Source: an optimization exercise on an open RTL-to-GDS flow (aim: small area, a short achievable clock period and few clock cycles per item). Production flows keep margins and buffers that such runs may drop. Function was checked by simulation only, so behaviour that the tests miss may differ from the original. No activity file was given, so power comes from the tool's default toggle rates.

File: config.mk
export PLATFORM = sky130hd
export DESIGN_NAME = axi_lite_slave_mem
export DESIGN_NICKNAME = axi_lite_slave_mem
export VERILOG_FILES = /design/flow/design.v
export SDC_FILE = /design/flow/constraint.sdc
export NUM_CORES = 4
export LEC_CHECK = 0
export CAP_MARGIN = 20
export CORE_MARGIN = 2
export CORE_UTILIZATION = 40
export SLEW_MARGIN = 20
File: constraint.sdc
create_clock -name core_clock -period 4.0 [get_ports {s_axi_aclk}]
set_input_delay 0.8000 -clock core_clock [delete_from_list [all_inputs] [get_ports {s_axi_aclk}]]
set_output_delay 0.8000 -clock core_clock [all_outputs]
set_load 0.01 [all_outputs]
File: design.v
package axi_lite_pkg;
    localparam int DATA_W = 32;
    localparam int STRB_W = 4;
    localparam logic [1:0] RESP_OKAY   = 2'b00;
    localparam logic [1:0] RESP_SLVERR = 2'b10;
    typedef enum logic [1:0] {
        W_IDLE      = 2'b00,
        W_WAIT_DATA = 2'b01,
        W_WAIT_ADDR = 2'b10,
        W_RESP      = 2'b11
    } w_state_e;
    typedef enum logic {
        R_IDLE = 1'b0,
        R_DATA = 1'b1
    } r_state_e;
    function automatic logic [DATA_W-1:0] apply_strobe(
        input logic [DATA_W-1:0] i_old,
        input logic [DATA_W-1:0] i_new,
        input logic [STRB_W-1:0] i_strb
    );
        logic [DATA_W-1:0] res;
        for (int n = 0; n < STRB_W; n++) begin
            if (i_strb[n]) begin
                res[8*n +: 8] = i_new[8*n +: 8];
            end else begin
                res[8*n +: 8] = i_old[8*n +: 8];
            end
        end
        apply_strobe = res;
    endfunction
endpackage
module axi_lite_regfile #(
    parameter int DEPTH = 32,
    parameter int IDX_W = 5
) (
    input  logic              i_clk,
    input  logic              i_srst,
    input  logic              i_we,
    input  logic [IDX_W-1:0]  i_waddr,
    input  logic [axi_lite_pkg::DATA_W-1:0] i_wdata,
    input  logic [axi_lite_pkg::STRB_W-1:0] i_wstrb,
    input  logic              i_re,
    input  logic              i_rzero,
    input  logic [IDX_W-1:0]  i_raddr,
    output logic [axi_lite_pkg::DATA_W-1:0] o_rdata
);
    logic [axi_lite_pkg::DATA_W-1:0] r_mem [DEPTH];
    logic [axi_lite_pkg::DATA_W-1:0] r_rdata;
    always_ff @(posedge i_clk) begin
        if (i_srst) begin
            for (int k = 0; k < DEPTH; k++) begin
                r_mem[k] <= {axi_lite_pkg::DATA_W{1'b0}};
            end
        end else if (i_we) begin
            r_mem[i_waddr] <= axi_lite_pkg::apply_strobe(r_mem[i_waddr], i_wdata, i_wstrb);
        end
    end
    always_ff @(posedge i_clk) begin
        if (i_srst) begin
            r_rdata <= {axi_lite_pkg::DATA_W{1'b0}};
        end else if (i_re) begin
            r_rdata <= i_rzero ? {axi_lite_pkg::DATA_W{1'b0}} : r_mem[i_raddr];
        end
    end
    assign o_rdata = r_rdata;
endmodule
module axi_lite_slave_mem #(
    parameter int ADDR_WIDTH = 32,
    parameter int DATA_WIDTH = 32,
    parameter int DEPTH      = 32
) (
    input  logic                  s_axi_aclk,
    input  logic                  s_axi_areset,
    input  logic [ADDR_WIDTH-1:0] s_axi_awaddr,
    input  logic [2:0]            s_axi_awprot,
    input  logic                  s_axi_awvalid,
    output logic                  s_axi_awready,
    input  logic [DATA_WIDTH-1:0] s_axi_wdata,
    input  logic [3:0]            s_axi_wstrb,
    input  logic                  s_axi_wvalid,
    output logic                  s_axi_wready,
    output logic [1:0]            s_axi_bresp,
    output logic                  s_axi_bvalid,
    input  logic                  s_axi_bready,
    input  logic [ADDR_WIDTH-1:0] s_axi_araddr,
    input  logic [2:0]            s_axi_arprot,
    input  logic                  s_axi_arvalid,
    output logic                  s_axi_arready,
    output logic [DATA_WIDTH-1:0] s_axi_rdata,
    output logic [1:0]            s_axi_rresp,
    output logic                  s_axi_rvalid,
    input  logic                  s_axi_rready
);
    localparam int IDX_W = (DEPTH > 1) ? $clog2(DEPTH) : 1;
    localparam logic [ADDR_WIDTH-3:0] DEPTH_W = (ADDR_WIDTH-2)'(DEPTH);
    axi_lite_pkg::w_state_e          r_wstate, w_wstate_nxt;
    axi_lite_pkg::r_state_e          r_rstate, w_rstate_nxt;
    logic              r_awready, r_wready, r_bvalid, r_arready, r_rvalid;
    logic [1:0]        r_bresp, r_rresp;
    logic [ADDR_WIDTH-1:0] r_aw_addr;
    logic [axi_lite_pkg::DATA_W-1:0] r_wdata;
    logic [axi_lite_pkg::STRB_W-1:0] r_wstrb;
    logic              w_aw_hs, w_w_hs, w_ar_hs;
    logic              w_wr_done, w_wr_in_range, w_we, w_rd_in_range;
    logic [ADDR_WIDTH-1:0] w_wr_addr;
    logic [axi_lite_pkg::DATA_W-1:0] w_wr_data;
    logic [axi_lite_pkg::STRB_W-1:0] w_wr_strb;
    logic [axi_lite_pkg::DATA_W-1:0] w_rf_rdata;
    logic w_unused;
    assign w_unused = ^{s_axi_awprot, s_axi_arprot, s_axi_awaddr[1:0], s_axi_araddr[1:0]};
    assign w_aw_hs = s_axi_awvalid & r_awready;
    assign w_w_hs  = s_axi_wvalid  & r_wready;
    assign w_ar_hs = s_axi_arvalid & r_arready;
    always_comb begin
        w_wstate_nxt = r_wstate;
        w_wr_done    = 1'b0;
        w_wr_addr    = s_axi_awaddr;
        w_wr_data    = s_axi_wdata;
        w_wr_strb    = s_axi_wstrb;
        case (r_wstate)
            axi_lite_pkg::W_IDLE: begin
                if (w_aw_hs && w_w_hs) begin
                    w_wstate_nxt = axi_lite_pkg::W_RESP;
                    w_wr_done    = 1'b1;
                end else if (w_aw_hs) begin
                    w_wstate_nxt = axi_lite_pkg::W_WAIT_DATA;
                end else if (w_w_hs) begin
                    w_wstate_nxt = axi_lite_pkg::W_WAIT_ADDR;
                end else begin
                    w_wstate_nxt = axi_lite_pkg::W_IDLE;
                end
            end
            axi_lite_pkg::W_WAIT_DATA: begin
                w_wr_addr = r_aw_addr;
                if (w_w_hs) begin
                    w_wstate_nxt = axi_lite_pkg::W_RESP;
                    w_wr_done    = 1'b1;
                end else begin
                    w_wstate_nxt = axi_lite_pkg::W_WAIT_DATA;
                end
            end
            axi_lite_pkg::W_WAIT_ADDR: begin
                w_wr_data = r_wdata;
                w_wr_strb = r_wstrb;
                if (w_aw_hs) begin
                    w_wstate_nxt = axi_lite_pkg::W_RESP;
                    w_wr_done    = 1'b1;
                end else begin
                    w_wstate_nxt = axi_lite_pkg::W_WAIT_ADDR;
                end
            end
            axi_lite_pkg::W_RESP: begin
                if (s_axi_bready) begin
                    w_wstate_nxt = axi_lite_pkg::W_IDLE;
                end else begin
                    w_wstate_nxt = axi_lite_pkg::W_RESP;
                end
            end
            default: begin
                w_wstate_nxt = axi_lite_pkg::W_IDLE;
            end
        endcase
    end
    assign w_wr_in_range = (w_wr_addr[ADDR_WIDTH-1:2] < DEPTH_W);
    assign w_we          = w_wr_done & w_wr_in_range;
    always_ff @(posedge s_axi_aclk) begin
        if (s_axi_areset) begin
            r_wstate  <= axi_lite_pkg::W_IDLE;
            r_awready <= 1'b0;
            r_wready  <= 1'b0;
            r_bvalid  <= 1'b0;
            r_bresp   <= axi_lite_pkg::RESP_OKAY;
            r_aw_addr <= {ADDR_WIDTH{1'b0}};
            r_wdata   <= {axi_lite_pkg::DATA_W{1'b0}};
            r_wstrb   <= {axi_lite_pkg::STRB_W{1'b0}};
        end else begin
            r_wstate  <= w_wstate_nxt;
            r_awready <= (w_wstate_nxt == axi_lite_pkg::W_IDLE) || (w_wstate_nxt == axi_lite_pkg::W_WAIT_ADDR);
            r_wready  <= (w_wstate_nxt == axi_lite_pkg::W_IDLE) || (w_wstate_nxt == axi_lite_pkg::W_WAIT_DATA);
            r_bvalid  <= (w_wstate_nxt == axi_lite_pkg::W_RESP);
            if (w_wr_done) begin
                r_bresp <= w_wr_in_range ? axi_lite_pkg::RESP_OKAY : axi_lite_pkg::RESP_SLVERR;
            end
            if (w_aw_hs) begin
                r_aw_addr <= s_axi_awaddr;
            end
            if (w_w_hs) begin
                r_wdata <= s_axi_wdata;
                r_wstrb <= s_axi_wstrb;
            end
        end
    end
    always_comb begin
        w_rstate_nxt = r_rstate;
        case (r_rstate)
            axi_lite_pkg::R_IDLE: begin
                if (w_ar_hs) begin
                    w_rstate_nxt = axi_lite_pkg::R_DATA;
                end else begin
                    w_rstate_nxt = axi_lite_pkg::R_IDLE;
                end
            end
            axi_lite_pkg::R_DATA: begin
                if (s_axi_rready) begin
                    w_rstate_nxt = axi_lite_pkg::R_IDLE;
                end else begin
                    w_rstate_nxt = axi_lite_pkg::R_DATA;
                end
            end
            default: begin
                w_rstate_nxt = axi_lite_pkg::R_IDLE;
            end
        endcase
    end
    assign w_rd_in_range = (s_axi_araddr[ADDR_WIDTH-1:2] < DEPTH_W);
    always_ff @(posedge s_axi_aclk) begin
        if (s_axi_areset) begin
            r_rstate  <= axi_lite_pkg::R_IDLE;
            r_arready <= 1'b0;
            r_rvalid  <= 1'b0;
            r_rresp   <= axi_lite_pkg::RESP_OKAY;
        end else begin
            r_rstate  <= w_rstate_nxt;
            r_arready <= (w_rstate_nxt == axi_lite_pkg::R_IDLE);
            r_rvalid  <= (w_rstate_nxt == axi_lite_pkg::R_DATA);
            if (w_ar_hs) begin
                r_rresp <= w_rd_in_range ? axi_lite_pkg::RESP_OKAY : axi_lite_pkg::RESP_SLVERR;
            end
        end
    end
    axi_lite_regfile #(
        .DEPTH (DEPTH),
        .IDX_W (IDX_W)
    ) u_regfile (
        .i_clk   (s_axi_aclk),
        .i_srst  (s_axi_areset),
        .i_we    (w_we),
        .i_waddr (w_wr_addr[IDX_W+1:2]),
        .i_wdata (w_wr_data),
        .i_wstrb (w_wr_strb),
        .i_re    (w_ar_hs),
        .i_rzero (~w_rd_in_range),
        .i_raddr (s_axi_araddr[IDX_W+1:2]),
        .o_rdata (w_rf_rdata)
    );
    assign s_axi_awready = r_awready;
    assign s_axi_wready  = r_wready;
    assign s_axi_bvalid  = r_bvalid;
    assign s_axi_bresp   = r_bresp;
    assign s_axi_arready = r_arready;
    assign s_axi_rvalid  = r_rvalid;
    assign s_axi_rresp   = r_rresp;
    assign s_axi_rdata   = w_rf_rdata;
endmodule
File: run.sh
#!/bin/bash
# synth_recipe.tcl (not shown) runs the flow's synth.tcl, then flattens the netlist and writes it again
# the make line also repeats each setting of config.mk as NAME=value (left out here)
make -C /OpenROAD-flow-scripts/flow DESIGN_CONFIG=/design/flow/config.mk WORK_HOME=/design/flow/orfs CLKGATE_MAP_FILE= SYNTH_SCRIPT=/design/flow/synth_recipe.tcl finish
==> flow_metrics.env <==
export IMPL_r2r_cells=7
export IMPL_overflow=0
export IMPL_die_h_microns=363
export IMPL_cts_resized_gates=0
export IMPL_finalHoldViolations=0
export IMPL_worst_pin_slew_ns=1.06
export IMPL_drtIter0Drc=4524
export IMPL_layoutNonFillerInstCount=5679
export IMPL_rr_endpoint="u_regfile.r_mem[18][26]"
export IMPL_async_reset_ff_frac=0
export IMPL_avgSynthCellArea_sq_um=13.4
export IMPL_worstSetupStartpointType="register"
export IMPL_yosysSeqAreaShare=0.638
export IMPL_rows=131
export IMPL_cts_tree="built"
export IMPL_cts_max_level=3
export IMPL_outcome="finished clean"
export IMPL_hold_depth=2
export IMPL_ios=154
export IMPL_setup_tns_ns=0
export IMPL_hold_class="register to register"
export IMPL_ys_ff_latch=1131
export IMPL_fin_skew_ns=0.0292
export IMPL_reg2reg_from="r_wstate[1]"
export IMPL_synth_cell_types=44
export IMPL_hp_start="r_aw_addr[23]"
export IMPL_cts_max_path_buffers=3
export IMPL_crit_fanout=17
export IMPL_drive_above_1_share=0.205
export IMPL_num_nets_final=4026
export IMPL_p_leak_nw=19.3
export IMPL_coreArea_sq_um=128000
export IMPL_r2r_setup_slack_ns=0.49
export IMPL_preCtsSetupSlack_ns=0.199
export IMPL_slew_violations=0
export IMPL_slew_limit_headroom=0.291
export IMPL_ant_nets=0
export IMPL_setup_ws_ns=0.486
export IMPL_end_kind="register"
export IMPL_setup_viol=0
export IMPL_path_clk_slew_ns=0.06
export IMPL_io_buffers=141
export IMPL_viasPerCell=6.46
export IMPL_path_class="register to register"
export IMPL_grt_pass1_wl_microns=238000
export IMPL_synthDominantCellAreaShare=0.596
export IMPL_fmax_mhz=285
export IMPL_synthFlopType="edfxtp_1"
export IMPL_cp_data_arrival_time_ns=3.93
export IMPL_dp_hpwl_microns=100000
export IMPL_dr_pass1_iters=5
export IMPL_start_util=0.404
export IMPL_die_area_sq_um=132000
export IMPL_grt_max_degree=190
export IMPL_synth_edff_count=1024
export IMPL_track_usage=0.242
export IMPL_routed_wl_microns=163000
export IMPL_cts_hold_buf=0
export IMPL_ir_drop_uv=382
export IMPL_p_per_area_nw_per_um2=438
export IMPL_synth_commonest_cells="1,037 x nor4_1, 1,024 x edfxtp_1, 483 x clkbuf_1"
export IMPL_hold_worst_slack_ns=0.453
export IMPL_synthesis_area_sq_um=51600
export IMPL_antenna_found_initial=1
export IMPL_synthCells=3834
export IMPL_drc=0
export IMPL_critPathRequiredTime_ns=4.41
export IMPL_post_cts_buffers=0
export IMPL_gp_congestion=0.823
export IMPL_synth_most_common_cell="nor4_1"
export IMPL_rsz0062_at_grt="no"
export IMPL_dpl_cell_count=5453
export IMPL_final_area_sq_um=60600
export IMPL_cap_viol_max_count=0
export IMPL_die_x_microns=363
export IMPL_synth_area_top_cells="edfxtp_1 60%, nor4_1 13%, mux4_2 8.3%"
export IMPL_syn_to_final_growth_pct=17.5
export IMPL_dpl_cell_area_sq_um=56800
export IMPL_clockRootBuffer="clkbuf_16"
export IMPL_grt_pass1_vias=36294
export IMPL_clock_sinks=1131
export IMPL_yosysWarnings=2
export IMPL_min_to="r_aw_addr[23]"
export IMPL_min_period_ns=3.51
export IMPL_routedWlPerCell_microns=28.7
export IMPL_numCtsBuffers=118
export IMPL_period_share=0.879
export IMPL_yosysTopAreaCell="edfxtp_1"
export IMPL_clock_latency_ns=0.72
export IMPL_vias=36708
-- cell usage in the layout, fill, tap and decap left out, drive strengths merged, types with 4 or more instances in the layout --
cell type	instances
o22ai	125
nand2	180
nand2b	7
a2111oi	20
dfxtp	107
nand3	21
edfxtp	1024
nor3	45
mux4	190
mux2i	169
clkinv	28
bufinv	4
a21o	20
clkbuf	185
inv	4
o21ai	132
nor4	1037
nor2	22
mux2	7
a21oi	70
a22oi	32
and2	4
clkdlybuf4s50	137
o2111ai	4
nand3b	5
a22o	13
buf	396
-- cell families after synthesis --
group                  Yosys count  share of synthesized area
other                            1                  0.0000727
buffers and inverters          576                     0.0432
flip-flops                    1131                      0.638
AO/OA/AOI/OAI                  423                     0.0502
multiplexers                   366                      0.117
AND/OR/NAND/NOR               1337                      0.151
-- layer usage --
layer,routed length [microns],vias to the layer above,track usage
met4,6620,0,0.101
met5,0,-,0
li1,-,15998,-
met2,77200,1862,0.386
met3,14300,317,0.0423
met1,64700,18531,0.327
-- critical path: stages (launching register included) --
cell and delay (ns):
dfxtp_1 0.44, nand2b_1 0.21, buf_4 0.26, mux2_2 0.43, nor3_1 0.61, nand2_2 0.61
o21ai_0 0.44, buf_4 0.22
-- where the power goes --
part	internal, mW	total (mW)	switching, mW	leakage [nW]
Sequential	13.2	13.4	0.127	11.4
Combinational	0.852	2.46	1.61	6.07
Clock	6.13	10.7	4.62	1.82
-- final cells by class --
| cell class | instances | area, sq um |
|---|---|---|
| diodes | 1 | 2.50 |
| clock buffers | 185 | 3440 |
| clock inverters | 38 | 307 |
| fillers | 11051 | 67100 |
| inverters | 1 | 6.26 |
| multi-input cells | 2128 | 17000 |
| flip-flops and latches | 1131 | 32900 |
| well taps | 1662 | 2080 |
| repair buffers | 533 | 4880 |
-- sequential cells by signal (all words and copies together) (netlist names) --
name,cells
r_wdata,32
r_awready,1
r_wstrb,4
u_regfile.r_mem,1024
r_wstate,2
r_rvalid,1
r_bresp,1
u_regfile.r_rdata,32
r_arready,1
r_bvalid,1
r_rresp,1
r_wready,1
r_aw_addr,30
-- metrics by stage --
stage	total power, mW	util
2_1_floorplan	14.8	-
3_3_place_gp	16.0	0.444
3_5_place_dp	16.0	0.445
4_1_cts	26.6	0.474
5_1_grt	27.2	0.475
6_report	26.6	0.475
-- how the worst max path moves through the flow --
stage	from	end	slack (ns)
2_1_floorplan	r_aw_addr[11]	u_regfile.r_mem[10][0]	0.97
3_3_place_gp	s_axi_awaddr[27]	u_regfile.r_mem[22][20]	0.16
6_report	r_wstate[1]	u_regfile.r_mem[18][26]	0.49
4_1_cts	r_wstate[1]	u_regfile.r_mem[18][25]	0.52
3_5_place_dp	s_axi_awaddr[27]	u_regfile.r_mem[22][17]	0.20
5_1_grt	r_wstate[1]	u_regfile.r_mem[18][24]	0.34
Testbench counts, summed over its fixed seeds: cycles 16,008, items 16,000.

-- static timing again, ports no longer ideal --
No port has a modelled driver above. Below, the same layout with a new extraction and two added sets of constraints. Step 1 sets driving cells, clkbuf_16 on the clock port and buf_2 on the other inputs (assumed; they add their load-dependent delay and slew). Step 2, shift: input delay + t, output delay - t, t = (earliest + latest rising clock arrival at the registers) / 2. This alone moves slack from input paths to output paths. a / b / c = ideal ports / drivers / drivers and shift; a / b = the first two.
t, ns: 0.782
setup WS [ns]: 0.486 / 0.486 / 0.135
worst register clock-pin slew, ns: 0.07 / 0.07
worst slew at a driven data input, ns: 0.08
cell pins on the clock port's net: 1
After both steps setup and hold are still met in this run. The setup slack of this run moves by 0.000 ns with the drivers and by -0.351 ns with both steps.
